Background: an optimization exercise with open tools, aiming at small area, a short achievable clock period and few clock cycles per item. Do not read the settings as production practice.
Only simulation tests tie the RTL to the original design; equivalence was not proved.
Power is estimated from default activity; no workload was simulated.

===== flow/design.v =====
`timescale 1ns / 1ps
package wcbc_pkg;
  localparam int MAX_DIM_DEF   = 4096;
  localparam int AREA_BITS_DEF = 40;
  localparam int CRD_W      = 15;    
  localparam int RA_W       = 17;
  localparam int CNT_W      = 16;
  localparam int OUT_AREA_W = 40;
  localparam int RATIO_W    = 24;
  localparam int FRAC_W     = 16;
  localparam int QDEPTH     = 2;
  localparam int CFG_ADDR_W = 4;
  localparam int CFG_DATA_W = 32;
  localparam logic [RA_W-1:0]  ONE_Q16 = 17'h10000;
  localparam logic [CNT_W-1:0] CNT_MAX = 16'hFFFF;
  localparam logic [1:0] CMD_BEGIN = 2'd0;
  localparam logic [1:0] CMD_BOX   = 2'd1;
  localparam logic [1:0] CMD_END   = 2'd2;
  localparam logic [1:0] REG_ROOT_ALPHA  = 2'd0;
  localparam logic [1:0] REG_AREA_THR    = 2'd1;
  localparam logic [1:0] REG_COUNT_THR   = 2'd2;
  localparam logic [RA_W-1:0]  ROOT_ALPHA_RST = 17'd65536;
  localparam logic [RA_W-1:0]  AREA_THR_RST   = 17'd32768;
  localparam logic [CNT_W-1:0] COUNT_THR_RST  = 16'd10;
  typedef enum logic [1:0] {
    OP_BEGIN = 2'd0,
    OP_BOX   = 2'd1,
    OP_END   = 2'd2
  } op_t;
  typedef struct packed {
    logic [1:0]  command;
    logic [12:0] image_width;
    logic [12:0] image_height;
    logic [11:0] box_left;
    logic [11:0] box_top;
    logic [12:0] box_width;
    logic [12:0] box_height;
  } in_item_t;
  typedef struct packed {
    logic                  full_screen;
    logic [CNT_W-1:0]      boxes_inside;
    logic [OUT_AREA_W-1:0] covered_area;
    logic [RATIO_W-1:0]    area_ratio;
  } out_item_t;
  typedef struct packed {
    logic [RA_W-1:0]  root_alpha;
    logic [RA_W-1:0]  area_threshold;
    logic [CNT_W-1:0] count_threshold;
  } cfg_t;
  typedef struct packed {
    op_t              op;
    logic [CRD_W-1:0] x0;
    logic [CRD_W-1:0] y0;
    logic [CRD_W-1:0] x1;
    logic [CRD_W-1:0] y1;
  } q_entry_t;
  typedef struct packed {
    logic full;
    logic not_empty;
  } q_stat_t;
endpackage
`timescale 1ns / 1ps
`timescale 1ns / 1ps
`timescale 1ns / 1ps
`timescale 1ns / 1ps
module wcbc_bk_add #(
  parameter int N = 32
) (
  input  logic [N-1:0] a,
  input  logic [N-1:0] b,
  input  logic         cin,
  output logic [N-1:0] s,
  output logic         cout
);
  logic [N-1:0] g0, p0;
  logic [N:0]   c;
  assign g0 = a & b;
  assign p0 = a ^ b;
  always_comb begin
    logic [N-1:0] gx, px;
    gx = {g0[N-1:1], g0[0] | (p0[0] & cin)};
    px = p0;
    for (int d = 1; d < N; d = d * 2) begin
      for (int k = 2 * d - 1; k < N; k = k + 2 * d) begin
        gx[k] = gx[k] | (px[k] & gx[k-d]);
        px[k] = px[k] & px[k-d];
      end
    end
    for (int d = (1 << ($clog2(N) - 1)); d >= 1; d = d / 2) begin
      for (int k = 3 * d - 1; k < N; k = k + 2 * d) begin
        gx[k] = gx[k] | (px[k] & gx[k-d]);
        px[k] = px[k] & px[k-d];
      end
    end
    c[0] = cin;
    for (int k = 0; k < N; k++) begin
      c[k+1] = gx[k];
    end
  end
  assign s    = p0 ^ c[N-1:0];
  assign cout = c[N];
endmodule
`timescale 1ns / 1ps
module window_clipped_box_coverage_core #(
  parameter int MAX_DIM   = wcbc_pkg::MAX_DIM_DEF,
  parameter int AREA_BITS = wcbc_pkg::AREA_BITS_DEF
) (
  input  logic                  clk,
  input  logic                  rst_n,
  input  logic                  in_valid,
  input  logic [77:0]           in_item,
  output logic                  in_stall,
  output logic                  out_valid,
  output logic [80:0]           out_item,
  input  logic                  out_stall,
  input  logic                  cfg_psel,
  input  logic                  cfg_penable,
  input  logic                  cfg_pwrite,
  input  logic [wcbc_pkg::CFG_ADDR_W-1:0] cfg_paddr,
  input  logic [wcbc_pkg::CFG_DATA_W-1:0] cfg_pwdata,
  output logic [wcbc_pkg::CFG_DATA_W-1:0] cfg_prdata,
  output logic                  cfg_pready
);
  logic [16:0] ra_r, athr_r;
  logic [15:0] cthr_r;
  logic        cfg_wr;
  assign cfg_pready = 1'b1;
  assign cfg_wr     = cfg_psel & cfg_penable & cfg_pwrite;
  always_ff @(posedge clk) begin
    if (!rst_n) begin
      ra_r   <= 17'h10000;
      athr_r <= 17'h08000;
      cthr_r <= 16'd10;
    end else if (cfg_wr) begin
      case (cfg_paddr[3:2])
        2'd0: ra_r   <= cfg_pwdata[16:0];
        2'd1: athr_r <= cfg_pwdata[16:0];
        2'd2: cthr_r <= cfg_pwdata[15:0];
        default: ;
      endcase
    end
  end
  always_comb begin
    case (cfg_paddr[3:2])
      2'd0:    cfg_prdata = {15'd0, ra_r};
      2'd1:    cfg_prdata = {15'd0, athr_r};
      2'd2:    cfg_prdata = {16'd0, cthr_r};
      default: cfg_prdata = 32'd0;
    endcase
  end
  logic [1:0]  cmd;
  logic [12:0] iw, ih, bw, bh;
  logic [11:0] bl, bt;
  logic        is_beg, is_box, is_end, take;
  assign cmd    = in_item[77:76];
  assign iw     = in_item[75:63];
  assign ih     = in_item[62:50];
  assign bl     = in_item[49:38];
  assign bt     = in_item[37:26];
  assign bw     = in_item[25:13];
  assign bh     = in_item[12:0];
  assign is_beg = (cmd == 2'd0);
  assign is_box = (cmd == 2'd1);
  assign is_end = (cmd == 2'd2);
  logic        r_box_r, r_beg_r, r_end_r;
  logic [1:0]  bph_r;         
  logic [11:0] rx0_r, ry0_r;
  logic [13:0] rx1_r, ry1_r;
  logic        rnzx_r, rnzy_r;    
  logic        d_hit_r, d_end_r;
  logic [12:0] dx_r, dy_r;
  logic        p_hit_r, p_end_r;
  logic [11:0] wl_r, wt_r;
  logic [12:0] wr_r, wb_r;
  logic [39:0] s_r;
  logic [15:0] c_r;
  logic [28:0] mc_r, mp_r;
  logic        mlast_r;
  logic [30:0] acc_r;         
  logic [3:0]  acnt_r;
  logic        a_busy_r;
  typedef enum logic [1:0] {D_IDLE = 2'd0, D_WAIT = 2'd1, D_RUN = 2'd2} dst_t;
  dst_t        dst_r;
  logic [24:0] den_r, rem_r;
  logic [23:0] qx_r;
  logic [3:0]  dcnt_r;
  logic [39:0] so_r;
  logic [15:0] co_r;
  logic        out_valid_r;
  logic r_hold, beg_block, end_block;
  assign r_hold    = r_beg_r & (bph_r != 2'd2);
  assign beg_block = a_busy_r & (acnt_r < 4'd12);
  assign end_block = (dst_r != D_IDLE) | (out_valid_r & out_stall) | r_end_r | d_end_r | p_end_r;
  assign in_stall  = r_hold | (is_beg & beg_block) | (is_end & end_block);
  assign take      = in_valid & ~in_stall;
  always_ff @(posedge clk) begin
    if (!rst_n) begin
      r_box_r <= 1'b0;
      r_beg_r <= 1'b0;
      r_end_r <= 1'b0;
      bph_r   <= 2'd0;
    end else if (r_hold) begin
      if ((bph_r == 2'd1) | ~d_hit_r) begin
        bph_r <= bph_r + 2'd1;
      end
    end else begin
      r_box_r <= take & is_box;
      r_beg_r <= take & is_beg;
      r_end_r <= take & is_end;
      bph_r   <= 2'd0;
    end
  end
  always_ff @(posedge clk) begin
    if (!r_hold) begin
      rx0_r  <= bl;
      ry0_r  <= bt;
      rnzx_r <= |bw;
      rnzy_r <= |bh;
      if (is_beg) begin
        rx1_r <= (iw > 13'd4096) ? 14'd4096 : {1'b0, iw};
        ry1_r <= (ih > 13'd4096) ? 14'd4096 : {1'b0, ih};
      end else begin
        rx1_r <= {2'b00, bl} + {1'b0, bw};
        ry1_r <= {2'b00, bt} + {1'b0, bh};
      end
    end
  end
  logic [11:0] cl, ct;
  logic [13:0] cr, cb;
  logic [14:0] ex, ey;
  logic        hx, hy;
  assign cl = (rx0_r > wl_r) ? rx0_r : wl_r;
  assign ct = (ry0_r > wt_r) ? ry0_r : wt_r;
  assign cr = (rx1_r < {1'b0, wr_r}) ? rx1_r : {1'b0, wr_r};
  assign cb = (ry1_r < {1'b0, wb_r}) ? ry1_r : {1'b0, wb_r};
  assign ex = {1'b0, cr} - {3'b000, cl};
  assign ey = {1'b0, cb} - {3'b000, ct};
  assign hx = rnzx_r & (rx0_r < wr_r) & (wl_r < rx1_r) & (wl_r < wr_r);
  assign hy = rnzy_r & (ry0_r < wb_r) & (wt_r < ry1_r) & (wt_r < wb_r);
  always_ff @(posedge clk) begin
    if (!rst_n) begin
      d_hit_r <= 1'b0;
      d_end_r <= 1'b0;
      p_hit_r <= 1'b0;
      p_end_r <= 1'b0;
    end else begin
      d_hit_r <= r_box_r & hx & hy;
      d_end_r <= r_end_r;
      p_hit_r <= d_hit_r;
      p_end_r <= d_end_r;
    end
  end
  always_ff @(posedge clk) begin
    dx_r <= ex[12:0];
    dy_r <= ey[12:0];
  end
  logic        sel_beg;
  logic [16:0] ma;
  logic [12:0] mb;
  logic        p_bw_r, p_bh_r;    
  logic [28:0] ps_r, pc_r;
  logic sel_beg_r;
  always_ff @(posedge clk) begin
    if (!rst_n) begin
      sel_beg_r <= 1'b0;
    end else if (r_hold) begin
      sel_beg_r <= (bph_r == 2'd0);
    end else begin
      sel_beg_r <= take & is_beg & ~(r_box_r & hx & hy);
    end
  end
  assign sel_beg = sel_beg_r;
  assign ma      = sel_beg ? (ra_r[16] ? 17'h10000 : ra_r) : {4'd0, dy_r};
  assign mb      = sel_beg ? (bph_r[0] ? ry1_r[12:0] : rx1_r[12:0]) : dx_r;
  function automatic logic [28:0] csa_s(input logic [28:0] x, input logic [28:0] y, input logic [28:0] z);
    csa_s = x ^ y ^ z;
  endfunction
  function automatic logic [28:0] csa_c(input logic [28:0] x, input logic [28:0] y, input logic [28:0] z);
    csa_c = {((x[27:0] & y[27:0]) | (x[27:0] & z[27:0]) | (y[27:0] & z[27:0])), 1'b0};
  endfunction
  logic [28:0] pp [0:12];
  logic [28:0] l1 [0:8];
  logic [28:0] l2 [0:5];
  logic [28:0] l3 [0:3];
  logic [28:0] l4 [0:2];
  logic [28:0] mps, mpc;
  always_comb begin
    for (int i = 0; i < 13; i++) begin
      pp[i] = mb[i] ? (29'(ma) << i) : 29'd0;
    end
    for (int i = 0; i < 4; i++) begin
      l1[2*i]   = csa_s(pp[3*i], pp[3*i+1], pp[3*i+2]);
      l1[2*i+1] = csa_c(pp[3*i], pp[3*i+1], pp[3*i+2]);
    end
    l1[8] = pp[12];
    for (int i = 0; i < 3; i++) begin
      l2[2*i]   = csa_s(l1[3*i], l1[3*i+1], l1[3*i+2]);
      l2[2*i+1] = csa_c(l1[3*i], l1[3*i+1], l1[3*i+2]);
    end
    for (int i = 0; i < 2; i++) begin
      l3[2*i]   = csa_s(l2[3*i], l2[3*i+1], l2[3*i+2]);
      l3[2*i+1] = csa_c(l2[3*i], l2[3*i+1], l2[3*i+2]);
    end
    l4[0] = csa_s(l3[0], l3[1], l3[2]);
    l4[1] = csa_c(l3[0], l3[1], l3[2]);
    l4[2] = l3[3];
    mps = csa_s(l4[0], l4[1], l4[2]);
    mpc = csa_c(l4[0], l4[1], l4[2]);
  end
  always_ff @(posedge clk) begin
    ps_r <= mps;
    pc_r <= mpc;
  end
  always_ff @(posedge clk) begin
    if (!rst_n) begin
      p_bw_r <= 1'b0;
      p_bh_r <= 1'b0;
    end else begin
      p_bw_r <= sel_beg & ~bph_r[0];
      p_bh_r <= sel_beg & bph_r[0];
    end
  end
  logic [40:0] xs;
  logic [39:0] s_full;
  logic        sov_r;
  assign xs     = {1'b0, (p_bw_r ? 40'd0 : s_r)} + {12'd0, ps_r} + {12'd0, pc_r};
  assign s_full = s_r | {40{sov_r}};
  logic [12:0] wv;
  logic [15:0] plo, pz;
  logic        c16, nz16;
  logic [13:0] hs, hc, ls, lc, lo_t, hi_t;
  logic        hco, lco;
  assign wv = p_bh_r ? ry1_r[12:0] : rx1_r[12:0];
  wcbc_bk_add #(.N(16)) u_plo (.a(ps_r[15:0]), .b(pc_r[15:0]), .cin(1'b0), .s(plo), .cout(c16));
  assign pz   = (ps_r[15:0] ^ pc_r[15:0]) ^ {(ps_r[14:0] | pc_r[14:0]), 1'b0};
  assign nz16 = |pz;
  assign hs = {1'b0, wv} ^ {1'b0, ps_r[28:16]} ^ {1'b0, pc_r[28:16]};
  assign hc = {(wv & ps_r[28:16]) | (wv & pc_r[28:16]) | (ps_r[28:16] & pc_r[28:16]), 1'b0};
  wcbc_bk_add #(.N(14)) u_hi (.a(hs), .b(hc), .cin(c16), .s(hi_t), .cout(hco));
  logic [13:0] nps, npc;
  assign nps = ~{1'b0, ps_r[28:16]};
  assign npc = ~{1'b0, pc_r[28:16]};
  assign ls  = {1'b0, wv} ^ nps ^ npc;
  logic [13:0] lmaj;
  assign lmaj = ({1'b0, wv} & nps) | ({1'b0, wv} & npc) | (nps & npc);
  assign lc   = {lmaj[12:0], ~c16};
  wcbc_bk_add #(.N(14)) u_lo (.a(ls), .b(lc), .cin(~nz16), .s(lo_t), .cout(lco));
  always_ff @(posedge clk) begin
    if (!rst_n) begin
      s_r   <= '0;
      sov_r <= 1'b0;
      c_r   <= '0;
      wl_r  <= '0;
      wr_r  <= '0;
      wt_r  <= '0;
      wb_r  <= '0;
    end else begin
      if (p_bw_r) begin
        s_r   <= '0;
        sov_r <= 1'b0;
        c_r   <= '0;
      end else if (p_hit_r) begin
        s_r   <= xs[39:0];
        sov_r <= sov_r | xs[40];
        if (c_r != 16'hFFFF) begin
          c_r <= c_r + 16'd1;
        end
      end
      if (p_bw_r) begin
        wl_r <= lo_t[12:1];
        wr_r <= hi_t[13:1];
      end
      if (p_bh_r) begin
        wt_r <= lo_t[12:1];
        wb_r <= hi_t[13:1];
      end
    end
  end
  logic [2:0]  bd;
  logic        bneg, btwo, bone;
  logic [29:0] bsel;
  logic [31:0] asum;
  assign bd   = {mp_r[1:0], mlast_r};
  assign bneg = bd[2] & ~(bd[1] & bd[0]);
  assign btwo = (bd == 3'b011) | (bd == 3'b100);
  assign bone = bd[1] ^ bd[0];
  assign bsel = btwo ? {mc_r, 1'b0} : (bone ? {1'b0, mc_r} : 30'd0);
  assign asum = {acc_r[30], acc_r} + ({2'b00, bsel} ^ {32{bneg}}) + {31'd0, bneg};
  logic a_start;
  assign a_start = p_bh_r;
  always_ff @(posedge clk) begin
    if (!rst_n) begin
      acc_r    <= '0;
      a_busy_r <= 1'b0;
      acnt_r   <= '0;
    end else if (a_start) begin
      acc_r    <= '0;
      a_busy_r <= 1'b1;
      acnt_r   <= '0;
    end else if (a_busy_r) begin
      acc_r  <= {asum[31], asum[31:2]};
      acnt_r <= acnt_r + 4'd1;
      if (acnt_r == 4'd14) begin
        a_busy_r <= 1'b0;
      end
    end
  end
  always_ff @(posedge clk) begin
    if (p_bw_r) begin
      mc_r <= xs[28:0];
    end
    if (a_start) begin
      mp_r    <= xs[28:0];
      mlast_r <= 1'b0;
    end else if (a_busy_r) begin
      mp_r    <= {2'b00, mp_r[28:2]};
      mlast_r <= mp_r[1];
    end
  end
  logic        sat;
  logic [26:0] tq;
  logic [27:0] e1, e2, e3;
  logic        g1, g2, g3;
  logic [24:0] r2;
  assign sat = (|so_r[39:33]) | (rem_r >= den_r);
  assign tq  = {rem_r, qx_r[23:22]};
  assign e1  = {1'b0, tq} - {3'b000, den_r};
  assign e2  = {1'b0, tq} - {2'b00, den_r, 1'b0};
  assign e3  = {1'b0, tq} - {3'b000, den_r} - {2'b00, den_r, 1'b0};
  assign g1  = ~e1[27];
  assign g2  = ~e2[27];
  assign g3  = ~e3[27];
  assign r2  = g3 ? e3[24:0] : (g2 ? e2[24:0] : (g1 ? e1[24:0] : tq[24:0]));
  always_ff @(posedge clk) begin
    if (!rst_n) begin
      dst_r       <= D_IDLE;
      out_valid_r <= 1'b0;
    end else begin
      if (out_valid_r & ~out_stall) begin
        out_valid_r <= 1'b0;
      end
      case (dst_r)
        D_IDLE: if (p_end_r) dst_r <= a_busy_r ? D_WAIT : D_RUN;
        D_WAIT: if (!a_busy_r) dst_r <= D_RUN;
        D_RUN: begin
          if (((dcnt_r == 4'd0) & sat) | (dcnt_r == 4'd11)) begin
            dst_r       <= D_IDLE;
            out_valid_r <= 1'b1;
          end
        end
        default: dst_r <= D_IDLE;
      endcase
    end
  end
  always_ff @(posedge clk) begin
    if (p_end_r) begin
      so_r   <= s_full;
      co_r   <= c_r;
      rem_r  <= s_full[32:8];
      qx_r   <= {s_full[7:0], 16'd0};
      dcnt_r <= '0;
    end else if (dst_r == D_RUN) begin
      if ((dcnt_r == 4'd0) & sat) begin
        qx_r <= {24{1'b1}};
      end else begin
        rem_r <= r2;
        qx_r  <= {qx_r[21:0], g2, g3 | (g1 & ~g2)};
      end
      dcnt_r <= dcnt_r + 4'd1;
    end
    if ((p_end_r | (dst_r == D_WAIT)) & ~a_busy_r) begin
      den_r <= acc_r[26:2];
    end
  end
  logic fs_area, fs;
  assign fs_area = (den_r == 25'd0) ? (|so_r)
                 : ((qx_r > {7'd0, athr_r}) | ((qx_r == {7'd0, athr_r}) & (|rem_r)));
  assign fs      = fs_area & (co_r > cthr_r);
  assign out_valid = out_valid_r;
  assign out_item  = {fs, co_r, so_r, qx_r};
endmodule

===== flow/flow/run.sh =====
#!/bin/bash
# The standard layout with two sizing changes: the port buffers are plain
# buf_4 cells (the default choice is a slow delay buffer) and resizing is not
# restricted to equal cell footprints. Full make output goes to standard.log.
set -euo pipefail
bash standard.sh MATCH_CELL_FOOTPRINT=0 "BUFFER_PORTS_ARGS=-buffer_cell sky130_fd_sc_hd__buf_4" finish > standard.log 2>&1

===== flow/standard.sh =====
#!/bin/bash
# synth_recipe.tcl (not shown) runs the flow's synth.tcl, then flattens the netlist and writes it again
# the make line also repeats each setting of config.mk as NAME=value (left out here)
make -C /OpenROAD-flow-scripts/flow DESIGN_CONFIG=/design/flow/config.mk WORK_HOME=/design/flow/orfs CLKGATE_MAP_FILE= SYNTH_SCRIPT=/design/flow/synth_recipe.tcl "${@:-finish}"

===== flow/config.mk =====
export PLATFORM = sky130hd
export DESIGN_NAME = window_clipped_box_coverage_core
export DESIGN_NICKNAME = window_clipped_box_coverage_core
export VERILOG_FILES = /design/flow/design.v
export SDC_FILE = /design/flow/constraint.sdc
export NUM_CORES = 4
export LEC_CHECK = 0
export CAP_MARGIN = 20
export CORE_MARGIN = 2
export CORE_UTILIZATION = 40
export SETUP_SLACK_MARGIN = 5
export SLEW_MARGIN = 20

===== flow/constraint.sdc =====
create_clock -name core_clock -period 10.0 [get_ports {clk}]
set_input_delay 2.0000 -clock core_clock [delete_from_list [all_inputs] [get_ports {clk}]]
set_output_delay 2.0000 -clock core_clock [all_outputs]
set_load 0.01 [all_outputs]

==> results of run 1 <==
## synthesized netlist by cell type, types with 49 or more instances
master	count
nor2b_1	77
nor2_1	505
fa_1	236
nor3_1	81
dfxtp_1	306
a21o_1	136
mux2i_1	151
edfxtp_1	226
nand2_1	304
xor2_1	92
ha_1	446
or2_2	52
a211oi_1	56
nand4_1	49
nand2b_1	56
xnor2_1	132
clkbuf_1	129
o21ai_0	179
a21oi_1	284
nand3_1	54
inv_1	397
## timing repair
| item | in CTS | in global routing |
|---|---|---|
| hold buffers | 0 | 0 |
| pin swaps | 86 | 31 |
| setup buffers | 64 | 13 |
| setup endpoints to repair | 70 | 84 |
| gates cloned | 2 | 1 |
| resized for setup | 125 | 63 |
## through the flow
stage | hold WS (ns) | util (%)
6_report | 0.4722 | 47.15
5_1_grt | 0.4897 | 47.14
4_1_cts | 0.4552 | 46.74
3_5_place_dp | 0.4441 | 43.38
3_3_place_gp | 0.4379 | 43.36
2_1_floorplan | 0.4308 | -
## flip-flops by register name, indices dropped and copies added (netlist names), 13 cells and up
name	count
s_r	40
mp_r	29
rem_r	25
wb_r	13
c_r	16
dy_r	13
acc_r	30
ps_r	29
pc_r	23
qx_r	24
mc_r	29
ry1_r	14
co_r	16
wr_r	13
cthr_r	16
dx_r	13
den_r	25
rx1_r	14
ra_r	17
athr_r	17
so_r	40
## critical path, delay by kind of cell (launching register included)
kind / cells / cell delay, ns
simple gates: 6 / 0.82
flops: 1 / 0.34
fa+ha+maj: 3 / 0.86
buf+inv: 1 / 0.05
compound gates: 19 / 3.11
## cell type report
| cell class | count | area [um2] | area share [%] |
|---|---|---|---|
| Multi-Input combinational cell | 3338 | 26990 | 56.11 |
| Sequential cell | 532 | 12940 | 26.90 |
| Timing Repair Buffer | 324 | 2664 | 5.537 |
| Clock buffer | 91 | 1877 | 3.901 |
| Tap cell | 1368 | 1712 | 3.558 |
| Inverter | 397 | 1494 | 3.105 |
| Clock inverter | 30 | 425.4 | 0.8843 |
| Antenna cell | 2 | 5.005 | 0.01040 |
## logic make-up after synthesis
| group | after synthesis | synth area share (%) |
|---|---|---|
| compound gates | 899 | 13.95 |
| flops | 532 | 31.27 |
| other cells | 2 | 0.01819 |
| fa+ha+maj | 682 | 24.95 |
| buf+inv | 573 | 5.405 |
| simple gates | 1331 | 15.03 |
| xor+xnor | 226 | 4.830 |
| mux | 183 | 4.542 |
## power by group through the flow
stage,clock network (mW),registers [mW],logic [mW]
final,2.57,3.00,8.23
after global routing,2.69,3.02,9.51
after CTS,2.61,3.00,8.22
after detailed placement,0,3.04,7.97
after global placement,0,3.03,7.77
after floorplan,0,2.92,5.73
## how the worst max path moves through the flow
stage	start	cells after the start	endpoint
floorplan	pc_r[7]	29	wl_r[11]
global placement	den_r[1]	20	rem_r[14]
detailed placement	den_r[1]	20	rem_r[14]
CTS	pc_r[7]	29	wl_r[11]
global route	pc_r[7]	29	wl_r[11]
finish	pc_r[7]	29	wl_r[11]
## per-layer routing
metal / track usage [%] / vias up / share of wire, %
met2: 39.79 / 844 / 49
li1: - / 15818 / -
met1: 28.41 / 16004 / 42
met4: 9.219 / 0 / 4.3
met5: 0 / - / 0
met3: 2.592 / 209 / 4.2
==> impl_metrics.py, run 1 <==
metrics = {
    "final_layout": {
        "drive_above_1_share_pct": 14.28,
        "fillers": 9767,
        "final_cell_count_no_fill": 6082,
        "area_growth_pct": 16.49,
        "final_common_cell": "nor2_1",
        "layout_common_cells": "nor2_1 (499), ha_1 (438), inv_1 (387)",
        "final_area_mm2": 0.04811,
        "fin_nets": 5462,
    },
    "min_path": {
        "min_path_type": "flip-flop to flip-flop",
        "holdPathStages": 2,
        "min_to": "athr_r[4]",
        "hold_start": "athr_r[4]",
    },
    "routing": {
        "avgRoutedWirePerCell_um": 19.99,
        "routed_via_density": 5.405,
        "vias": 32875,
        "final_antenna_net_count": 0,
        "dr.pass1.iters": 6,
        "drt_wl_total_mm": 121.6,
        "drc": 0,
        "first_iter_violations": 2147,
    },
    "placement": {
        "gp_congestion": 0.9193,
        "detailedPlacementHpwl_mm": 94.47,
        "dp_worst_setup_slack_ns": 3.739,
        "place_area_mm2": 0.04426,
        "numPortBuffers": 203,
        "placedCellCount": 5879,
    },
    "critical_path": {
        "crit_type": "flip-flop to flip-flop",
        "critPathLaunchType": "flip-flop",
        "cp-end-kind": "flip-flop",
        "crit_arrival_ns": 5.83,
        "reg2reg_from": "pc_r[7]",
        "critical-path-slowest-cell": "or4_1",
        "critPathMaxStageDelay_ns": 0.41,
        "regToRegEndpoint": "wl_r[11]",
        "ff2ff_path_depth": 29,
        "cpMostUsedCell": "a21o_1",
        "worst_ep_required_time_ns": 10.53,
        "r2r_slack_ns": 4.70,
        "worstPathMaxFanout": 4,
    },
    "power": {
        "seqPwrFrac_pct": 21.7,
        "intPower_mw": 7.750,
        "power_mw": 13.79,
        "p_clk_share_pct": 18.6,
        "combPwrFrac_pct": 59.7,
        "p_leak_nw": 20.92,
        "p_per_area_mw_per_mm2": 286.7,
        "power_switching_mw": 6.042,
        "ir_drop_mv": 0.3502,
        "p_sw_share_pct": 43.81,
    },
    "global_routing": {
        "grt_pass1_vias": 32793,
        "grt-ovfl-total": 0,
        "grt_pass1_wl_mm": 188.6,
        "grt_max_degree": 79,
        "antenna_found_initial": 1,
        "grt_usage_pct": 22.73,
    },
    "sta": {
        "setup_violations": 0,
        "setup_tns_ns": 0,
        "fmax_mhz": 188.8,
        "drv_slew": 0,
        "worst_slew_pin_slew_ns": 1.157,
        "period_share_pct": 52.98,
        "rsz0062_at_grt": "true",
        "final_hold_viol_count": 0,
        "relSlewSlack_pct": 22.08,
        "min_period_ns": 5.298,
        "finalClockSkew_ns": 0.02611,
        "layout_setup_ws_ns": 4.702,
    },
    "floorplan": {
        "initial_utilization_pct": 40.47,
        "fp.dieW_um": 325.3,
        "coreArea_mm2": 0.1020,
        "rows": 117,
        "die_h_um": 325.3,
        "die_area_mm2": 0.1058,
        "ios": 237,
    },
    "cts": {
        "clock_latency_ns": 0.64,
        "clock_sinks": 532,
        "cts_made_buffers": 66,
        "clk_pin_slew_ns": 0.06,
        "h-tree-depth": 3,
        "cts_tree": "yes",
        "ctsLongestPathBuffers": 3,
        "cts_root_buf": "clkbuf_16",
    },
    "run_status": {
        "status": "no timing/DRC/antenna violations",
    },
    "yosys": {
        "ys_ff_latch": 532,
        "synth-main-ff-cell": "dfxtp_1",
        "yosysTopAreaCell": "edfxtp_1",
        "syn_area_mm2": 0.04129,
        "synth_warnings": 8,
        "synthArstFlopShare_pct": 0,
        "synth_top_area_share_pct": 16.43,
        "syn_inst": 4428,
        "ys_types": 83,
        "synth_edf_count": 226,
        "avgSynthCellArea_um2": 9.326,
        "netlist_top_cells_area": "edfxtp_1 (16%), dfxtp_1 (15%), ha_1 (14%), fa_1 (11%), nor2_1 (4.6%)",
        "yosysSeqAreaShare_pct": 31.27,
    },
    "flow_run": {
        "cap_viol_max_count": 0,
    },
}
Testbench counts, summed over its fixed seeds: cycles 12,854, items 10,966.
==> run 2: changes to the inputs <==
==> flow/run.sh (new file) <==
#!/bin/bash
# synth_recipe.tcl (not shown) runs the flow's synth.tcl, then flattens the netlist and writes it again
# the make line also repeats each setting of config.mk as NAME=value (left out here)
make -C /OpenROAD-flow-scripts/flow DESIGN_CONFIG=/design/flow/config.mk WORK_HOME=/design/flow/orfs CLKGATE_MAP_FILE= SYNTH_SCRIPT=/design/flow/synth_recipe.tcl finish
removed: flow/flow/run.sh
removed: flow/standard.sh
==> run 2 against run 1 <==
Compared with the run above:
- clock skew is 0.0032 ns higher
- clock power is 3% lower
- utilization rose by 0.79 points
- sequential share of layout area shrank 0.44 points
- critical endpoint unchanged
- worst setup slack worse by 0.014 ns
- highest routed layer unchanged
- largest cell class unchanged
==> impl_metrics.py, run 2 <==
metrics = {
    "flow_run": {
        "cap_viol_max_count": 0,
    },
    "global_routing": {
        "grt_pass1_vias": 32751,
        "grt-ovfl-total": 0,
        "grt_pass1_wl_mm": 189.7,
        "grt_max_degree": 75,
        "grt_usage_pct": 22.94,
        "antenna_found_initial": 4,
    },
    "cts": {
        "cts_tree": "yes",
        "clock_latency_ns": 0.65,
        "clk_pin_slew_ns": 0.06,
        "h-tree-depth": 3,
        "clock_sinks": 532,
        "hold_buffers": 0,
        "ctsLongestPathBuffers": 3,
        "cts_root_buf": "clkbuf_16",
        "cts_made_buffers": 66,
    },
    "floorplan": {
        "die_h_um": 325.3,
        "die_area_mm2": 0.1058,
        "fp.dieW_um": 325.3,
        "coreArea_mm2": 0.1020,
        "ios": 237,
        "initial_utilization_pct": 40.47,
        "rows": 117,
    },
    "power": {
        "ir_drop_mv": 0.2919,
        "p_per_area_mw_per_mm2": 280.4,
        "power_mw": 13.72,
        "p_leak_nw": 20.82,
    },
    "sta": {
        "worst_slew_pin_slew_ns": 1.082,
        "period_share_pct": 53.12,
        "setup_violations": 0,
        "setup_tns_ns": 0,
        "layout_setup_ws_ns": 4.688,
        "drv_slew": 0,
        "rsz0062_at_grt": "true",
        "relSlewSlack_pct": 27.84,
        "final_hold_viol_count": 0,
        "min_period_ns": 5.312,
        "finalClockSkew_ns": 0.02926,
        "fmax_mhz": 188.3,
    },
    "yosys": {
        "synth.most_common_cell": "nor2_1",
        "yosysTopAreaCell": "edfxtp_1",
        "synth_warnings": 8,
        "synth-main-ff-cell": "dfxtp_1",
        "netlist_top_cells_area": "edfxtp_1 (16%), dfxtp_1 (15%), ha_1 (14%), fa_1 (11%), nor2_1 (4.6%)",
        "ys_ff_latch": 532,
        "synthTopCellsByCount": "nor2_1 (505), ha_1 (446), inv_1 (397)",
        "yosysSeqAreaShare_pct": 31.27,
        "synth_edf_count": 226,
        "synthArstFlopShare_pct": 0,
        "syn_area_mm2": 0.04129,
        "synth_top_area_share_pct": 16.43,
        "avgSynthCellArea_um2": 9.326,
        "ys_types": 83,
        "syn_inst": 4428,
    },
    "final_layout": {
        "final_common_cell": "nor2_1",
        "largest_registers": "s_r: 40 flops, so_r: 40 flops, acc_r: 30 flops",
        "area_growth_pct": 18.45,
        "fillers": 9636,
        "fin_nets": 5482,
        "drive_above_1_share_pct": 11.26,
        "layout_common_cells": "nor2_1 (500), ha_1 (438), inv_1 (387)",
    },
    "critical_path": {
        "crit_start": "p_bh_r",
        "cp-end-kind": "flip-flop",
        "reg2reg_from": "p_bh_r",
        "r2r_slack_ns": 4.69,
        "critPathLaunchType": "flip-flop",
        "crit_type": "flip-flop to flip-flop",
        "endpoint": "wl_r[11]",
        "worstPathMaxFanout": 62,
        "crit_arrival_ns": 5.85,
        "regToRegEndpoint": "wl_r[11]",
        "worst_ep_required_time_ns": 10.53,
        "ff2ff_path_depth": 19,
    },
    "min_path": {
        "hold_start": "d_end_r",
        "min_path_type": "flip-flop to flip-flop",
    },
    "placement": {
        "gp_congestion": 0.9205,
        "numPortBuffers": 203,
        "detailedPlacementHpwl_mm": 94.68,
        "dp_worst_setup_slack_ns": 3.439,
    },
    "routing": {
        "dr.pass1.iters": 5,
        "avgRoutedWirePerCell_um": 20.16,
        "drt_wl_total_mm": 123.1,
        "drc": 0,
        "vias": 32665,
        "routed_via_density": 5.351,
        "final_antenna_net_count": 0,
        "first_iter_violations": 2169,
    },
    "run_status": {
        "status": "no timing/DRC/antenna violations",
    },
}
## run 2: how the worst min path moves through the flow
stage,cells past startpoint,to
4_1_cts,1,p_end_r
6_report,1,p_end_r
3_3_place_gp,1,p_end_r
2_1_floorplan,1,p_end_r
5_1_grt,1,p_end_r
3_5_place_dp,1,p_end_r
## run 2: repair_timing
item                                    in CTS  in global routing
pin swaps                                   76                 44
setup buffers                               57                 34
endpoints found under the setup margin      84                 87
resized for setup                          242                 82
cloned                                       5                  2
## run 2: area by class of cell
type	count	area (um2)	area share, %
multi-input combinational	3338	27180	55.56
inverter	397	1494	3.054
clock inverter	34	401.6	0.8211
timing repair buffer	344	3364	6.878
tap	1368	1712	3.499
clock buffer	88	1814	3.709
antenna	4	10.01	0.02046
sequential	532	12940	26.46
## run 2: kinds of logic after synthesis
| kind of cell | Yosys count | share of synthesized area, % |
|---|---|---|
| adders and majority gates | 682 | 24.95 |
| buffers and inverters | 573 | 5.405 |
| and+or+nand+nor | 1331 | 15.03 |
| xor gates and xnor gates | 226 | 4.830 |
| other | 2 | 0.01819 |
| muxes | 183 | 4.542 |
| AOI/OAI and AO/OA | 899 | 13.95 |
| DFF | 532 | 31.27 |
## run 2: critical path: stages, from the launching register on
cell and delay, ns:
dfxtp_4 0.82, mux2_2 0.45, fa_1 0.63, ha_4 0.25
nor4b_4 0.13, nand4_1 0.09, nor2_1 0.05, a41o_1 0.23
fa_2 0.39, a21o_1 0.17, a21o_1 0.18, a21o_1 0.17
a21o_1 0.19, a21o_1 0.20, a211oi_2 0.25, o21bai_2 0.10
a21o_1 0.16, a21o_1 0.18, or4_1 0.41, o311ai_1 0.08
## run 2: report_power, final
part           switching [mW]  total [mW]  internal [mW]
registers               0.278        2.99           2.72
logic                    4.72        8.23           3.50
clock network            1.02        2.49           1.47
## run 2: per-stage QoR
stage               hold slack [ns]  util [%]  cell area [um2]  instances
CTS                          0.4613     47.28            48240       6064
global placement             0.4427     43.87            44770       5880
detailed placement           0.4473     43.87            44770       5880
finish                       0.4579     47.94            48910       6105
floorplan                    0.4308         -            41360       4442
global route                 0.4786     47.94            48910       6104
## run 2: routing by layer
| layer | global-route usage [%] | part of all wire (%) |
|---|---|---|
| met1 | 28.43 | 42 |
| met2 | 39.59 | 49 |
| met4 | 11.20 | 5.2 |
| met3 | 2.592 | 4.3 |
| met5 | 0 | 0 |
==> run 3: changes to the inputs <==
--- a/flow/design.v
+++ b/flow/design.v
@@ -212,3 +212,9 @@
   end
+  logic r_swap;
+  assign r_swap = r_hold & ((bph_r == 2'd1) | ((bph_r == 2'd0) & ~d_hit_r));
   always_ff @(posedge clk) begin
+    if (r_swap) begin
+      rx1_r <= ry1_r;
+      ry1_r <= rx1_r;
+    end
     if (!r_hold) begin
@@ -273,3 +279,3 @@
   assign ma      = sel_beg ? (ra_r[16] ? 17'h10000 : ra_r) : {4'd0, dy_r};
-  assign mb      = sel_beg ? (bph_r[0] ? ry1_r[12:0] : rx1_r[12:0]) : dx_r;
+  assign mb      = sel_beg ? rx1_r[12:0] : dx_r;
   function automatic logic [28:0] csa_s(input logic [28:0] x, input logic [28:0] y, input logic [28:0] z);
@@ -328,21 +334,41 @@
   logic [12:0] wv;
-  logic [15:0] plo, pz;
+  logic [15:0] pz, cg, cp;
   logic        c16, nz16;
-  logic [13:0] hs, hc, ls, lc, lo_t, hi_t;
-  logic        hco, lco;
-  assign wv = p_bh_r ? ry1_r[12:0] : rx1_r[12:0];
-  wcbc_bk_add #(.N(16)) u_plo (.a(ps_r[15:0]), .b(pc_r[15:0]), .cin(1'b0), .s(plo), .cout(c16));
+  logic [13:0] hs, hc, ls, lc, lmaj, nps, npc;
+  logic [14:0] hi_x, lo_x;
+  logic [13:0] lo_t, hi_t;
+  assign wv = ry1_r[12:0];
+  assign cg = ps_r[15:0] & pc_r[15:0];
+  assign cp = ps_r[15:0] | pc_r[15:0];
+  always_comb begin
+    logic [7:0] g1, p1;
+    logic [3:0] g2, p2;
+    logic [1:0] g3, p3;
+    for (int i = 0; i < 8; i++) begin
+      g1[i] = cg[2*i+1] | (cp[2*i+1] & cg[2*i]);
+      p1[i] = cp[2*i+1] & cp[2*i];
+    end
+    for (int i = 0; i < 4; i++) begin
+      g2[i] = g1[2*i+1] | (p1[2*i+1] & g1[2*i]);
+      p2[i] = p1[2*i+1] & p1[2*i];
+    end
+    for (int i = 0; i < 2; i++) begin
+      g3[i] = g2[2*i+1] | (p2[2*i+1] & g2[2*i]);
+      p3[i] = p2[2*i+1] & p2[2*i];
+    end
+    c16 = g3[1] | (p3[1] & g3[0]);
+  end
   assign pz   = (ps_r[15:0] ^ pc_r[15:0]) ^ {(ps_r[14:0] | pc_r[14:0]), 1'b0};
   assign nz16 = |pz;
-  assign hs = {1'b0, wv} ^ {1'b0, ps_r[28:16]} ^ {1'b0, pc_r[28:16]};
-  assign hc = {(wv & ps_r[28:16]) | (wv & pc_r[28:16]) | (ps_r[28:16] & pc_r[28:16]), 1'b0};
-  wcbc_bk_add #(.N(14)) u_hi (.a(hs), .b(hc), .cin(c16), .s(hi_t), .cout(hco));
-  logic [13:0] nps, npc;
-  assign nps = ~{1'b0, ps_r[28:16]};
-  assign npc = ~{1'b0, pc_r[28:16]};
-  assign ls  = {1'b0, wv} ^ nps ^ npc;
-  logic [13:0] lmaj;
+  assign hs   = {1'b0, wv} ^ {1'b0, ps_r[28:16]} ^ {1'b0, pc_r[28:16]};
+  assign hc   = {(wv & ps_r[28:16]) | (wv & pc_r[28:16]) | (ps_r[28:16] & pc_r[28:16]), 1'b0};
+  assign hi_x = {hs, 1'b1} + {hc, c16};
+  assign hi_t = hi_x[14:1];
+  assign nps  = ~{1'b0, ps_r[28:16]};
+  assign npc  = ~{1'b0, pc_r[28:16]};
+  assign ls   = {1'b0, wv} ^ nps ^ npc;
   assign lmaj = ({1'b0, wv} & nps) | ({1'b0, wv} & npc) | (nps & npc);
   assign lc   = {lmaj[12:0], ~c16};
-  wcbc_bk_add #(.N(14)) u_lo (.a(ls), .b(lc), .cin(~nz16), .s(lo_t), .cout(lco));
+  assign lo_x = {ls, 1'b1} + {lc, ~nz16};
+  assign lo_t = lo_x[14:1];
   always_ff @(posedge clk) begin
==> run 3 against run 2 <==
Compared with the run above:
- still clean on timing, DRC and antenna
- sequential power hardly changed
- maximum frequency is 2.8% higher
- critical path depth is 4 higher
- critical endpoint is now rem_r[24]
- largest cell class unchanged
==> impl_metrics.py, run 3 <==
metrics = {
    "sta": {
        "layout_setup_ws_ns": 4.832,
        "holdWs_ns": 0.4588,
        "fmax_mhz": 193.5,
        "period_share_pct": 51.68,
        "rsz0062_at_grt": "true",
        "setup_tns_ns": 0,
        "relSlewSlack_pct": 28.35,
        "min_period_ns": 5.168,
        "drv_slew": 0,
        "finalClockSkew_ns": 0.04314,
        "setup_violations": 0,
        "worst_slew_pin_slew_ns": 1.072,
        "final_hold_viol_count": 0,
    },
    "yosys": {
        "ys_types": 90,
        "avgSynthCellArea_um2": 9.201,
        "synthArstFlopShare_pct": 0,
        "synthTopCellsByCount": "nor2_1 (474), ha_1 (451), inv_1 (432)",
        "syn_inst": 4555,
        "syn_area_mm2": 0.04191,
        "synth_warnings": 6,
        "synth-main-ff-cell": "dfxtp_1",
        "netlist_top_cells_area": "edfxtp_1 (16%), dfxtp_1 (15%), ha_1 (13%), fa_1 (11%), nor2_1 (4.2%)",
        "synth_top_area_share_pct": 16.19,
        "ys_ff_latch": 532,
        "yosysSeqAreaShare_pct": 30.81,
        "synth.most_common_cell": "nor2_1",
        "yosysTopAreaCell": "edfxtp_1",
        "synth_edf_count": 226,
    },
    "flow_run": {
        "cap_viol_max_count": 0,
    },
    "routing": {
        "avgRoutedWirePerCell_um": 20.50,
        "vias": 33655,
        "drc": 0,
        "final_antenna_net_count": 0,
        "dr.pass1.iters": 8,
        "routed_via_density": 5.447,
        "first_iter_violations": 2420,
        "drt_wl_total_mm": 126.7,
    },
    "final_layout": {
        "area_growth_pct": 15.95,
        "final_cell_count_no_fill": 6179,
        "largest_registers": "s_r: 40 flops, so_r: 40 flops, acc_r: 30 flops",
        "final_area_mm2": 0.04860,
        "drive_above_1_share_pct": 9.002,
        "final_common_cell": "nor2_1",
        "layout_common_cells": "nor2_1 (469), ha_1 (442), inv_1 (422)",
        "fin_util_pct": 46.82,
        "fin_nets": 5542,
        "diodes": 0,
    },
    "global_routing": {
        "grt_usage_pct": 23.29,
        "grt_pass1_wl_mm": 193.9,
        "grt_pass1_vias": 32969,
        "antenna_found_initial": 1,
        "grt_max_degree": 74,
        "grt-ovfl-total": 0,
    },
    "placement": {
        "gp_congestion": 0.9527,
        "placedCellCount": 6008,
        "numPortBuffers": 203,
        "detailedPlacementHpwl_mm": 99.39,
        "place_area_mm2": 0.04535,
        "dp_worst_setup_slack_ns": 3.260,
    },
    "critical_path": {
        "cpMostUsedCell": "a21o_1",
        "crit_type": "flip-flop to flip-flop",
        "worstPathMaxFanout": 8,
        "path_cells": "inv_2, ha_4, inv_2, fa_2, a211oi_4, o21ai_2, and3_4, a21o_1, a21o_1, a311oi_2, xnor2_1, ha_1, a21o_1, a21o_1, a21oi_2, o21ai_2, a31oi_4, o21ai_4, o21ba_4, o21ai_4, clkbuf_16, mux2_4, mux2_2",
        "crit_arrival_ns": 5.61,
        "cp-end-kind": "flip-flop",
        "critPathLaunchType": "flip-flop",
        "critical-path-slowest-cell": "edfxtp_1",
        "critPathMaxStageDelay_ns": 0.41,
        "cp_top_family": "compound AO/OA/AOI/OAI gates",
        "worst_ep_required_time_ns": 10.44,
        "path_buf_inv": 3,
    },
    "cts": {
        "hold_buffers": 0,
        "h-tree-depth": 2,
        "cts_root_buf": "clkbuf_16",
        "clock_sinks": 532,
        "clock_latency_ns": 0.69,
        "clk_pin_slew_ns": 0.06,
        "ctsLongestPathBuffers": 3,
        "cts_made_buffers": 61,
        "cts_tree": "yes",
    },
    "power": {
        "p_leak_nw": 20.52,
        "power_switching_mw": 6.111,
        "power_mw": 13.53,
        "p_sw_share_pct": 45.16,
        "seqPwrFrac_pct": 22.3,
        "p_clk_share_pct": 17.6,
        "combPwrFrac_pct": 60.1,
        "p_per_area_mw_per_mm2": 278.5,
        "intPower_mw": 7.421,
        "ir_drop_mv": 0.4151,
    },
    "floorplan": {
        "ios": 237,
        "coreArea_mm2": 0.1038,
        "initial_utilization_pct": 40.38,
        "rows": 118,
        "die_h_um": 327.7,
        "fp.dieW_um": 327.7,
        "die_area_mm2": 0.1074,
    },
    "run_status": {
        "status": "no timing/DRC/antenna violations",
    },
    "min_path": {
        "min_path_type": "flip-flop to flip-flop",
    },
}
run 3: cell types whose count changed in the layout (fill, tap and decap cells not counted), moves of 13 or more:
cell | before | now
a211oi_1 | 47 | 34
or2_2 | 51 | 31
xor2_1 | 88 | 72
mux2i_1 | 139 | 117
nand2_1 | 297 | 334
a221oi_1 | 3 | 18
xnor2_1 | 125 | 155
nor2b_1 | 73 | 112
nor2_1 | 500 | 469
a21boi_0 | 9 | 57
inv_1 | 387 | 422
buf_4 | 103 | 82
run 3: layout make-up:
| type | instances | area (um2) |
|---|---|---|
| inverter | 432 | 1624 |
| multi-input combinational | 3419 | 27280 |
| timing repair buffer | 301 | 2887 |
| fill | 9870 | 55200 |
| clock inverter | 36 | 421.7 |
| clock buffer | 79 | 1717 |
| sequential | 532 | 12940 |
| tap | 1380 | 1727 |
run 3: what timing repair did:
action,4_1_cts,5_1_grt
endpoints found under the setup margin,66,65
endpoints found under the hold margin,0,0
gates cloned,4,3
resized for setup,159,99
buffers inserted,28,21
pin swaps,39,27
run 3: per-layer routing:
metal	track usage (%)	up-vias	share of wire, %
met1	31.34	16319	44
met5	0	-	0
met4	8.257	0	4.0
li1	-	16161	-
met3	3.635	219	6.0
met2	37.95	956	46
run 3: power groups by stage:
stage               sequential, mW  combinational (mW)  clock (mW)
finish                        3.02                8.13        2.38
global route                  3.04                9.57        2.51
CTS                           3.02                8.26        2.43
detailed placement            3.06                8.15           0
global placement              3.06                8.00           0
floorplan                     2.93                5.92           0
run 3: cells by family (layout without fill, tap and decap cells):
| logic type | count (synthesis) | after routing | share of synthesized area, % |
|---|---|---|---|
| xor+xnor | 229 | 229 | 4.786 |
| other cells | 2 | 16 | 0.01792 |
| buf+inv | 620 | 848 | 5.810 |
| simple gates | 1390 | 1391 | 15.72 |
| mux | 160 | 160 | 3.929 |
| compound gates | 948 | 949 | 14.81 |
| fa+ha+maj | 674 | 674 | 24.12 |
| flops | 532 | 532 | 30.81 |
run 3: path summary, 6_finish.rpt:
check	from	endpoint	slack, ns	depth (start not counted)
max	qx_r[22]	rem_r[24]	4.83	23
min	d_end_r	p_end_r	0.46	1
max reg2reg	qx_r[22]	rem_r[24]	4.83	23
min reg2reg	d_end_r	p_end_r	0.46	1
Testbench counts of run 3, summed over its fixed seeds: cycles 12,854, items 10,966.
==> run 4: changes to the inputs <==
--- a/flow/design.v
+++ b/flow/design.v
@@ -189,2 +189,3 @@
   logic        out_valid_r;
+  logic        fs_s_r, fs_c_r, fs_z_r;    
   logic r_hold, beg_block, end_block;
@@ -484,2 +485,4 @@
       co_r   <= c_r;
+      fs_s_r <= |s_full;
+      fs_c_r <= c_r > cthr_r;
       rem_r  <= s_full[32:8];
@@ -488,2 +491,3 @@
     end else if (dst_r == D_RUN) begin
+      rem_r <= r2;
       if ((dcnt_r == 4'd0) & sat) begin
@@ -491,4 +495,3 @@
       end else begin
-        rem_r <= r2;
-        qx_r  <= {qx_r[21:0], g2, g3 | (g1 & ~g2)};
+        qx_r <= {qx_r[21:0], g2, g3 | (g1 & ~g2)};
       end
@@ -497,3 +500,4 @@
     if ((p_end_r | (dst_r == D_WAIT)) & ~a_busy_r) begin
-      den_r <= acc_r[26:2];
+      den_r  <= acc_r[26:2];
+      fs_z_r <= ~|acc_r[26:2];
     end
@@ -501,5 +505,5 @@
   logic fs_area, fs;
-  assign fs_area = (den_r == 25'd0) ? (|so_r)
+  assign fs_area = fs_z_r ? fs_s_r
                  : ((qx_r > {7'd0, athr_r}) | ((qx_r == {7'd0, athr_r}) & (|rem_r)));
-  assign fs      = fs_area & (co_r > cthr_r);
+  assign fs      = fs_area & fs_c_r;
   assign out_valid = out_valid_r;
==> run 4 against run 3 <==
Compared with the run above:
- synthesized cell count grew 0.18%
- combinational power grew 13%
- via count grew 0.90%
- register-to-register slack lost 0.16 ns
- critical path type unchanged
- critical endpoint is now rem_r[3]
==> impl_metrics.py, run 4 <==
metrics = {
    "routing": {
        "dr.pass1.iters": 7,
        "drc": 0,
        "first_iter_violations": 2376,
        "vias": 33957,
        "drt_wl_total_mm": 130.7,
        "avgRoutedWirePerCell_um": 21.05,
        "final_antenna_net_count": 0,
        "routed_via_density": 5.472,
    },
    "critical_path": {
        "r2r_slack_ns": 4.67,
        "worst_ep_required_time_ns": 10.41,
        "crit_type": "flip-flop to flip-flop",
        "cp_top_family": "compound AO/OA/AOI/OAI gates",
        "path_buf_inv": 2,
        "critical-path-slowest-cell": "a21oi_1",
        "regToRegEndpoint": "rem_r[3]",
        "cp-end-kind": "flip-flop",
        "worstPathMaxFanout": 6,
        "crit_arrival_ns": 5.73,
        "reg2reg_from": "den_r[15]",
        "path_cells": "inv_1, ha_1, a21oi_1, and2_1, nor2_1, a41oi_2, xnor2_2, ha_1, a21o_1, a21o_1, a21o_1, a2111oi_4, o21ai_2, a2111oi_4, buf_6, nand2_2, o22ai_1, a222oi_1, mux2_4",
        "critPathMaxStageDelay_ns": 0.57,
        "ff2ff_path_depth": 19,
        "cpMostUsedCell": "a21o_1",
        "critPathLaunchType": "flip-flop",
    },
    "yosys": {
        "synth.most_common_cell": "nor2_1",
        "yosysSeqAreaShare_pct": 31.00,
        "syn_area_mm2": 0.04194,
        "synth-adder-area-share_pct": 24.10,
        "ys_ff_latch": 535,
        "synth_top_family_by_area": "adder cells",
        "yosys.area_share.simple_pct": 15.68,
        "synthTopCellsByCount": "nor2_1 (500), ha_1 (451), inv_1 (407)",
        "ys_types": 85,
        "synthArstFlopShare_pct": 0,
        "synth-main-ff-cell": "dfxtp_1",
        "avgSynthCellArea_um2": 9.191,
        "synth_warnings": 6,
        "syn_inst": 4563,
        "synth-xor-area-share_pct": 4.845,
        "synth_edf_count": 229,
        "synth_top_area_share_pct": 16.40,
        "yosysTopAreaCell": "edfxtp_1",
        "synth_compound_area_share_pct": 14.05,
        "synthMuxAreaShare_pct": 4.857,
        "netlist_top_cells_area": "edfxtp_1 (16%), dfxtp_1 (15%), ha_1 (13%), fa_1 (11%), nor2_1 (4.5%)",
    },
    "power": {
        "p_sw_share_pct": 46.62,
        "combPwrFrac_pct": 63.1,
        "p_clk_share_pct": 16.3,
        "seqPwrFrac_pct": 20.6,
        "p_per_area_mw_per_mm2": 299.4,
        "intPower_mw": 7.760,
        "p_leak_nw": 20.64,
        "ir_drop_mv": 0.4741,
        "power_switching_mw": 6.777,
    },
    "cts": {
        "clock_latency_ns": 0.68,
        "cts_root_buf": "clkbuf_16",
        "clk_pin_slew_ns": 0.06,
        "clock_sinks": 535,
        "ctsLongestPathBuffers": 3,
        "cts_tree": "yes",
        "cts_made_buffers": 60,
        "h-tree-depth": 2,
    },
    "final_layout": {
        "layout_common_cells": "nor2_1 (495), ha_1 (445), inv_1 (402)",
        "area_growth_pct": 15.76,
        "fin_util_pct": 46.78,
        "largest_registers": "s_r: 40 flops, so_r: 40 flops, acc_r: 30 flops",
        "drive_above_1_share_pct": 8.914,
        "final_area_mm2": 0.04855,
        "final_common_cell": "nor2_1",
        "final_cell_count_no_fill": 6206,
        "fin_nets": 5568,
    },
    "sta": {
        "setup_tns_ns": 0,
        "fmax_mhz": 187.6,
        "period_share_pct": 53.29,
        "relSlewSlack_pct": 38.56,
        "drv_slew": 0,
        "min_period_ns": 5.329,
        "rsz0062_at_grt": "true",
        "final_hold_viol_count": 0,
        "finalClockSkew_ns": 0.04923,
        "worst_slew_pin_slew_ns": 0.9217,
        "setup_violations": 0,
        "layout_setup_ws_ns": 4.671,
    },
    "global_routing": {
        "grt_pass1_wl_mm": 198.0,
        "grt_usage_pct": 23.89,
        "grt-ovfl-total": 0,
        "grt_pass1_vias": 32643,
        "antenna_found_initial": 3,
        "grt_max_degree": 69,
    },
    "floorplan": {
        "ios": 237,
        "initial_utilization_pct": 40.41,
        "fp.dieW_um": 327.8,
        "die_h_um": 327.8,
        "die_area_mm2": 0.1075,
        "rows": 118,
        "coreArea_mm2": 0.1038,
    },
    "min_path": {
        "holdPathStages": 2,
        "min_to": "acc_r[27]",
        "hold_start": "acc_r[27]",
        "min_path_type": "flip-flop to flip-flop",
    },
    "placement": {
        "detailedPlacementHpwl_mm": 102.1,
        "dp_worst_setup_slack_ns": 3.476,
        "gp_congestion": 0.9564,
        "numPortBuffers": 203,
        "place_area_mm2": 0.04543,
        "placedCellCount": 6032,
    },
    "run_status": {
        "status": "no timing/DRC/antenna violations",
    },
    "flow_run": {
        "cap_viol_max_count": 0,
    },
}
## run 4: metrics by stage
step           hold slack, ns  power, mW
4_1_cts                0.4688      14.56
6_report               0.4617      14.54
2_1_floorplan          0.4308      8.915
3_3_place_gp           0.4454      11.99
3_5_place_dp           0.4569      12.13
5_1_grt                0.4940      15.82
## run 4: what timing repair did
item	in CTS	in global routing
gates cloned	4	0
hold buffers	0	0
buffers inserted	39	16
gates resized for setup	154	91
pin swaps	28	49
endpoints found under the setup margin	48	63
hold endpoints to repair	0	0
## run 4: area by class of cell
class	count	area, um2
Timing Repair Buffer	312	2885
Tap cell	1380	1727
Antenna cell	2	5.005
Sequential cell	535	13020
Clock inverter	30	289.0
Fill cell	9875	55240
Inverter	408	1533
Clock buffer	83	1837
Multi-Input combinational cell	3456	27250
## run 4: per-layer routing
layer	wire [um]	global-route usage (%)
met5	14	0
met4	5294	8.736
met3	6747	2.844
met2	61820	39.99
met1	56780	31.72
## run 4: how the worst max path moves through the flow
| stage | start | endpoint | cells past startpoint |
|---|---|---|---|
| floorplan | qx_r[22] | rem_r[19] | 21 |
| global placement | cfg_paddr[3] | cfg_prdata[15] | 5 |
| detailed placement | cfg_paddr[3] | cfg_prdata[13] | 5 |
| CTS | qx_r[22] | rem_r[3] | 23 |
| global route | qx_r[22] | rem_r[3] | 23 |
| finish | den_r[15] | rem_r[3] | 19 |
## run 4: cells by family (layout without fill, tap and decap cells)
family / count (synthesis) / count (layout)
AO/OA/AOI/OAI: 940 / 940
XOR/XNOR: 232 / 232
adder cells (fa/ha/maj): 674 / 674
buffers and inverters: 587 / 833
flip-flops: 535 / 535
multiplexers: 199 / 199
other: 2 / 18
AND/OR/NAND/NOR: 1394 / 1395
## run 4: power by group through the flow
stage	sequential [mW]	clock, mW	combinational [mW]
finish	3.00	2.36	9.17
detailed placement	3.05	0	9.08
global placement	3.05	0	8.94
floorplan	2.94	0	5.97
global route	3.03	2.49	10.3
CTS	3.00	2.40	9.16
## run 4: worst reg2reg max path: stages (launching register included)
cell	delay [ns]
edfxtp_1	0.37
inv_1	0.27
ha_1	0.34
a21oi_1	0.57
and2_1	0.35
nor2_1	0.13
a41oi_2	0.27
xnor2_2	0.12
ha_1	0.32
a21o_1	0.16
a21o_1	0.15
a21o_1	0.19
a2111oi_4	0.31
o21ai_2	0.11
a2111oi_4	0.34
buf_6	0.19
nand2_2	0.19
o22ai_1	0.29
a222oi_1	0.14
mux2_4	0.28
Testbench counts of run 4, summed over its fixed seeds: cycles 12,854, items 10,966.
==> run 5: changes to the inputs <==
--- a/flow/design.v
+++ b/flow/design.v
@@ -184,2 +184,3 @@
   logic [24:0] den_r, rem_r;
+  logic [26:0] den3_r;        
   logic [23:0] qx_r;
@@ -455,3 +456,3 @@
   assign e2  = {1'b0, tq} - {2'b00, den_r, 1'b0};
-  assign e3  = {1'b0, tq} - {3'b000, den_r} - {2'b00, den_r, 1'b0};
+  assign e3  = {1'b0, tq} - {1'b0, den3_r};
   assign g1  = ~e1[27];
@@ -501,2 +502,3 @@
       den_r  <= acc_r[26:2];
+      den3_r <= {2'b00, acc_r[26:2]} + {1'b0, acc_r[26:2], 1'b0};
       fs_z_r <= ~|acc_r[26:2];
==> run 5 against run 4 <==
Compared with the run above:
- still clean on timing, DRC and antenna
- die area increased by 5.0%
- utilization decreased by 0.63 points
- area after synthesis increased by 5.1%
- flip-flop and latch count increased by 26
- maximum frequency increased by 3.4%
- synthesized cell count increased by 3.9%
- combinational power decreased by 9.3%
- critical path depth decreased by 10
- hold slack got worse by 0.0041 ns
- critical endpoint is now out_item[80]
==> impl_metrics.py, run 5 <==
metrics = {
    "critical_path": {
        "critPathMaxStageDelay_ns": 0.43,
        "critPathLaunchType": "flip-flop",
        "worstPathMaxFanout": 2,
        "cp_top_family": "simple AND/OR/NAND/NOR gates",
        "worst_ep_required_time_ns": 8.00,
        "critical-path-slowest-cell": "nand4b_1",
        "path_buf_inv": 3,
        "path_cells": "inv_2, ha_4, nand4b_1, nor4_1, buf_4, nand4_1, o31ai_2, a31oi_1, buf_2",
        "r2r_slack_ns": 5.14,
        "crit_type": "flip-flop to primary output",
        "crit_arrival_ns": 3.15,
        "cp-end-kind": "primary output",
    },
    "power": {
        "seqPwrFrac_pct": 22.6,
        "p_leak_nw": 21.56,
        "p_sw_share_pct": 44.98,
        "combPwrFrac_pct": 59.4,
        "p_clk_share_pct": 18.0,
        "p_per_area_mw_per_mm2": 278.4,
        "power_switching_mw": 6.299,
        "ir_drop_mv": 0.3665,
        "intPower_mw": 7.703,
    },
    "final_layout": {
        "drive_above_1_share_pct": 7.652,
        "final_common_cell": "ha_1",
        "multi_input_area_mm2": 0.02809,
        "largest_registers": "s_r: 40 flops, so_r: 40 flops, acc_r: 30 flops",
        "diodes": 0,
        "area_growth_pct": 14.16,
        "ff_latch_area_mm2": 0.01382,
        "fin_nets": 5761,
        "final_area_mm2": 0.05030,
        "fillers": 10448,
        "layout_common_cells": "ha_1 (484), inv_1 (479), nor2_1 (446)",
    },
    "floorplan": {
        "die_area_mm2": 0.1128,
        "initial_utilization_pct": 40.42,
        "rows": 121,
        "coreArea_mm2": 0.1090,
        "fp.dieW_um": 335.9,
        "ios": 237,
        "die_h_um": 335.9,
    },
    "yosys": {
        "synth_top_family_by_area": "adder cells",
        "yosysSeqAreaShare_pct": 31.28,
        "netlist_top_cells_area": "edfxtp_1 (17%), ha_1 (14%), dfxtp_1 (14%), fa_1 (10%), inv_1 (4.1%)",
        "synth_edf_count": 255,
        "synthTopCellsByCount": "ha_1 (490), inv_1 (484), nor2_1 (448)",
        "syn_inst": 4739,
        "synth_warnings": 6,
        "synth_top_area_share_pct": 17.38,
        "ys_types": 91,
        "synth-main-ff-cell": "dfxtp_1",
        "synthMuxAreaShare_pct": 4.271,
        "ys_ff_latch": 561,
        "synth.most_common_cell": "ha_1",
        "yosys.area_share.simple_pct": 15.18,
        "avgSynthCellArea_um2": 9.298,
        "synth-xor-area-share_pct": 4.691,
        "synthArstFlopShare_pct": 0,
        "yosysTopAreaCell": "edfxtp_1",
        "syn_area_mm2": 0.04406,
        "synth-adder-area-share_pct": 24.09,
        "synth_compound_area_share_pct": 14.68,
    },
    "sta": {
        "worst_slew_pin_slew_ns": 1.117,
        "setup_violations": 0,
        "period_share_pct": 51.53,
        "rsz0062_at_grt": "true",
        "drv_slew": 0,
        "final_hold_viol_count": 0,
        "fmax_mhz": 194.0,
        "relSlewSlack_pct": 24.77,
        "min_period_ns": 5.153,
        "setup_tns_ns": 0,
        "finalClockSkew_ns": 0.02513,
    },
    "global_routing": {
        "grt_max_degree": 75,
        "antenna_found_initial": 4,
        "grt_pass1_vias": 34686,
        "grt_pass1_wl_mm": 203.9,
        "grt_usage_pct": 23.40,
        "grt-ovfl-total": 0,
    },
    "cts": {
        "cts_tree": "yes",
        "cts_root_buf": "clkbuf_16",
        "clk_pin_slew_ns": 0.06,
        "cts_made_buffers": 66,
        "clock_latency_ns": 0.63,
        "ctsLongestPathBuffers": 3,
        "clock_sinks": 561,
        "h-tree-depth": 3,
        "hold_buffers": 0,
    },
    "placement": {
        "numPortBuffers": 203,
        "place_area_mm2": 0.04761,
        "gp_congestion": 0.9262,
        "detailedPlacementHpwl_mm": 105.5,
    },
    "routing": {
        "drt_wl_total_mm": 133.6,
        "dr.pass1.iters": 5,
        "avgRoutedWirePerCell_um": 20.89,
        "first_iter_violations": 2483,
        "final_antenna_net_count": 0,
        "routed_via_density": 5.496,
        "vias": 35133,
        "drc": 0,
    },
    "run_status": {
        "status": "no timing/DRC/antenna violations",
    },
    "flow_run": {
        "cap_viol_max_count": 0,
    },
    "min_path": {
        "min_path_type": "flip-flop to flip-flop",
    },
}
==> run 5: cell count changes after synthesis, sizes merged, moves of 25 or more <==
cell    previous run  this run
a21o             106       131
o21ai            227       195
nor2             500       448
edfxtp           229       255
inv              407       484
ha               451       490
a211oi            39        70
==> run 5: per-layer routing <==
layer	part of all wire (%)	routed length [um]	vias up	global-route usage, %
met5	0	0	-	0
met4	3.4	4600	0	7.719
met3	4.5	6032	183	2.907
met2	50	66410	855	41.54
met1	42	56530	17194	29.31
li1	-	-	16901	-
==> run 5: path summary, 6_finish.rpt <==
check / start / end / depth (start not counted)
worst min-delay path: d_hit_r / p_hit_r / 2
worst min register to register: d_hit_r / p_hit_r / 2
worst max register to register: wb_r[1] / dy_r[12] / 24
worst max-delay path: athr_r[3] / out_item[80] / 9
==> run 5: cell families after synthesis <==
family,Yosys count
mux,183
flops,561
simple gates,1399
buf+inv,655
compound gates,989
fa+ha+maj,714
other cells,2
xor+xnor,236
==> run 5: area by class of cell <==
type	instances	area share, %
multi-input combinational	3538	55.84
sequential	561	27.48
clock buffer	96	3.950
tap	1414	3.517
inverter	486	3.637
timing repair buffer	273	5.099
clock inverter	25	0.4751
==> run 5: power groups by stage <==
stage	clock [mW]	combinational (mW)	sequential, mW
floorplan	0	5.95	3.07
global placement	0	8.10	3.21
detailed placement	0	8.23	3.22
CTS	2.55	8.34	3.16
global route	2.65	9.71	3.20
finish	2.51	8.32	3.17
==> run 5: worst min-delay path, stage by stage (launching register included) <==
cell and delay, ns:
dfxtp_1 0.31, inv_1 0.07, nor2_1 0.05
==> run 5: through the flow <==
stage | setup slack [ns] | hold slack, ns | cells | power [mW] | util (%)
2_1_floorplan | 5.093 | 0.4309 | 4753 | 9.022 | -
3_3_place_gp | 3.259 | 0.4440 | 6247 | 11.30 | 43.66
3_5_place_dp | 3.298 | 0.4461 | 6247 | 11.45 | 43.68
4_1_cts | 4.890 | 0.4615 | 6387 | 14.05 | 45.99
5_1_grt | 4.848 | 0.4937 | 6393 | 15.55 | 46.15
6_report | 4.847 | 0.4576 | 6393 | 14.00 | 46.15
==> run 5: repair_timing <==
action | CTS | global route
cloned | 3 | 0
pin swaps | 11 | 10
setup buffers | 16 | 6
gates resized for setup | 146 | 45
endpoints found under the setup margin | 21 | 34
Testbench counts of run 5, summed over its fixed seeds: cycles 12,854, items 10,966.

port drivers added, routing unchanged:
How much do the figures lean on ideal ports? The routed layouts below were timed once more, with nothing changed but the port constraints.
Step 1 sets driving cells, clkbuf_16 on the clock port and buf_2 on the other inputs (assumed; they add their load-dependent delay and slew).
Step 2, shift: input delay + t, output delay - t, t = (earliest + latest rising clock arrival at the registers) / 2. This alone moves slack from input paths to output paths.
Slacks: ideal / step 1 / step 2; pairs: ideal / step 1.
| run | t (ns) | setup WS [ns] | worst setup path after step 2 |
|---|---|---|---|
| run 1 | 0.699 | 4.702 / 4.702 / 4.702 | register to register |
| run 2 | 0.697 | 4.688 / 4.688 / 4.688 | register to register |
| run 3 | 0.730 | 4.832 / 4.832 / 4.726 | input to register |
| run 4 | 0.722 | 4.671 / 4.671 / 4.671 | register to register |
| run 5 | 0.688 | 4.847 / 4.776 / 4.821 | input to register |
After both steps every run listed still meets setup and hold. The setup slack of run 3, which loses most, moves by 0.000 ns with the drivers and by -0.106 ns with both steps.
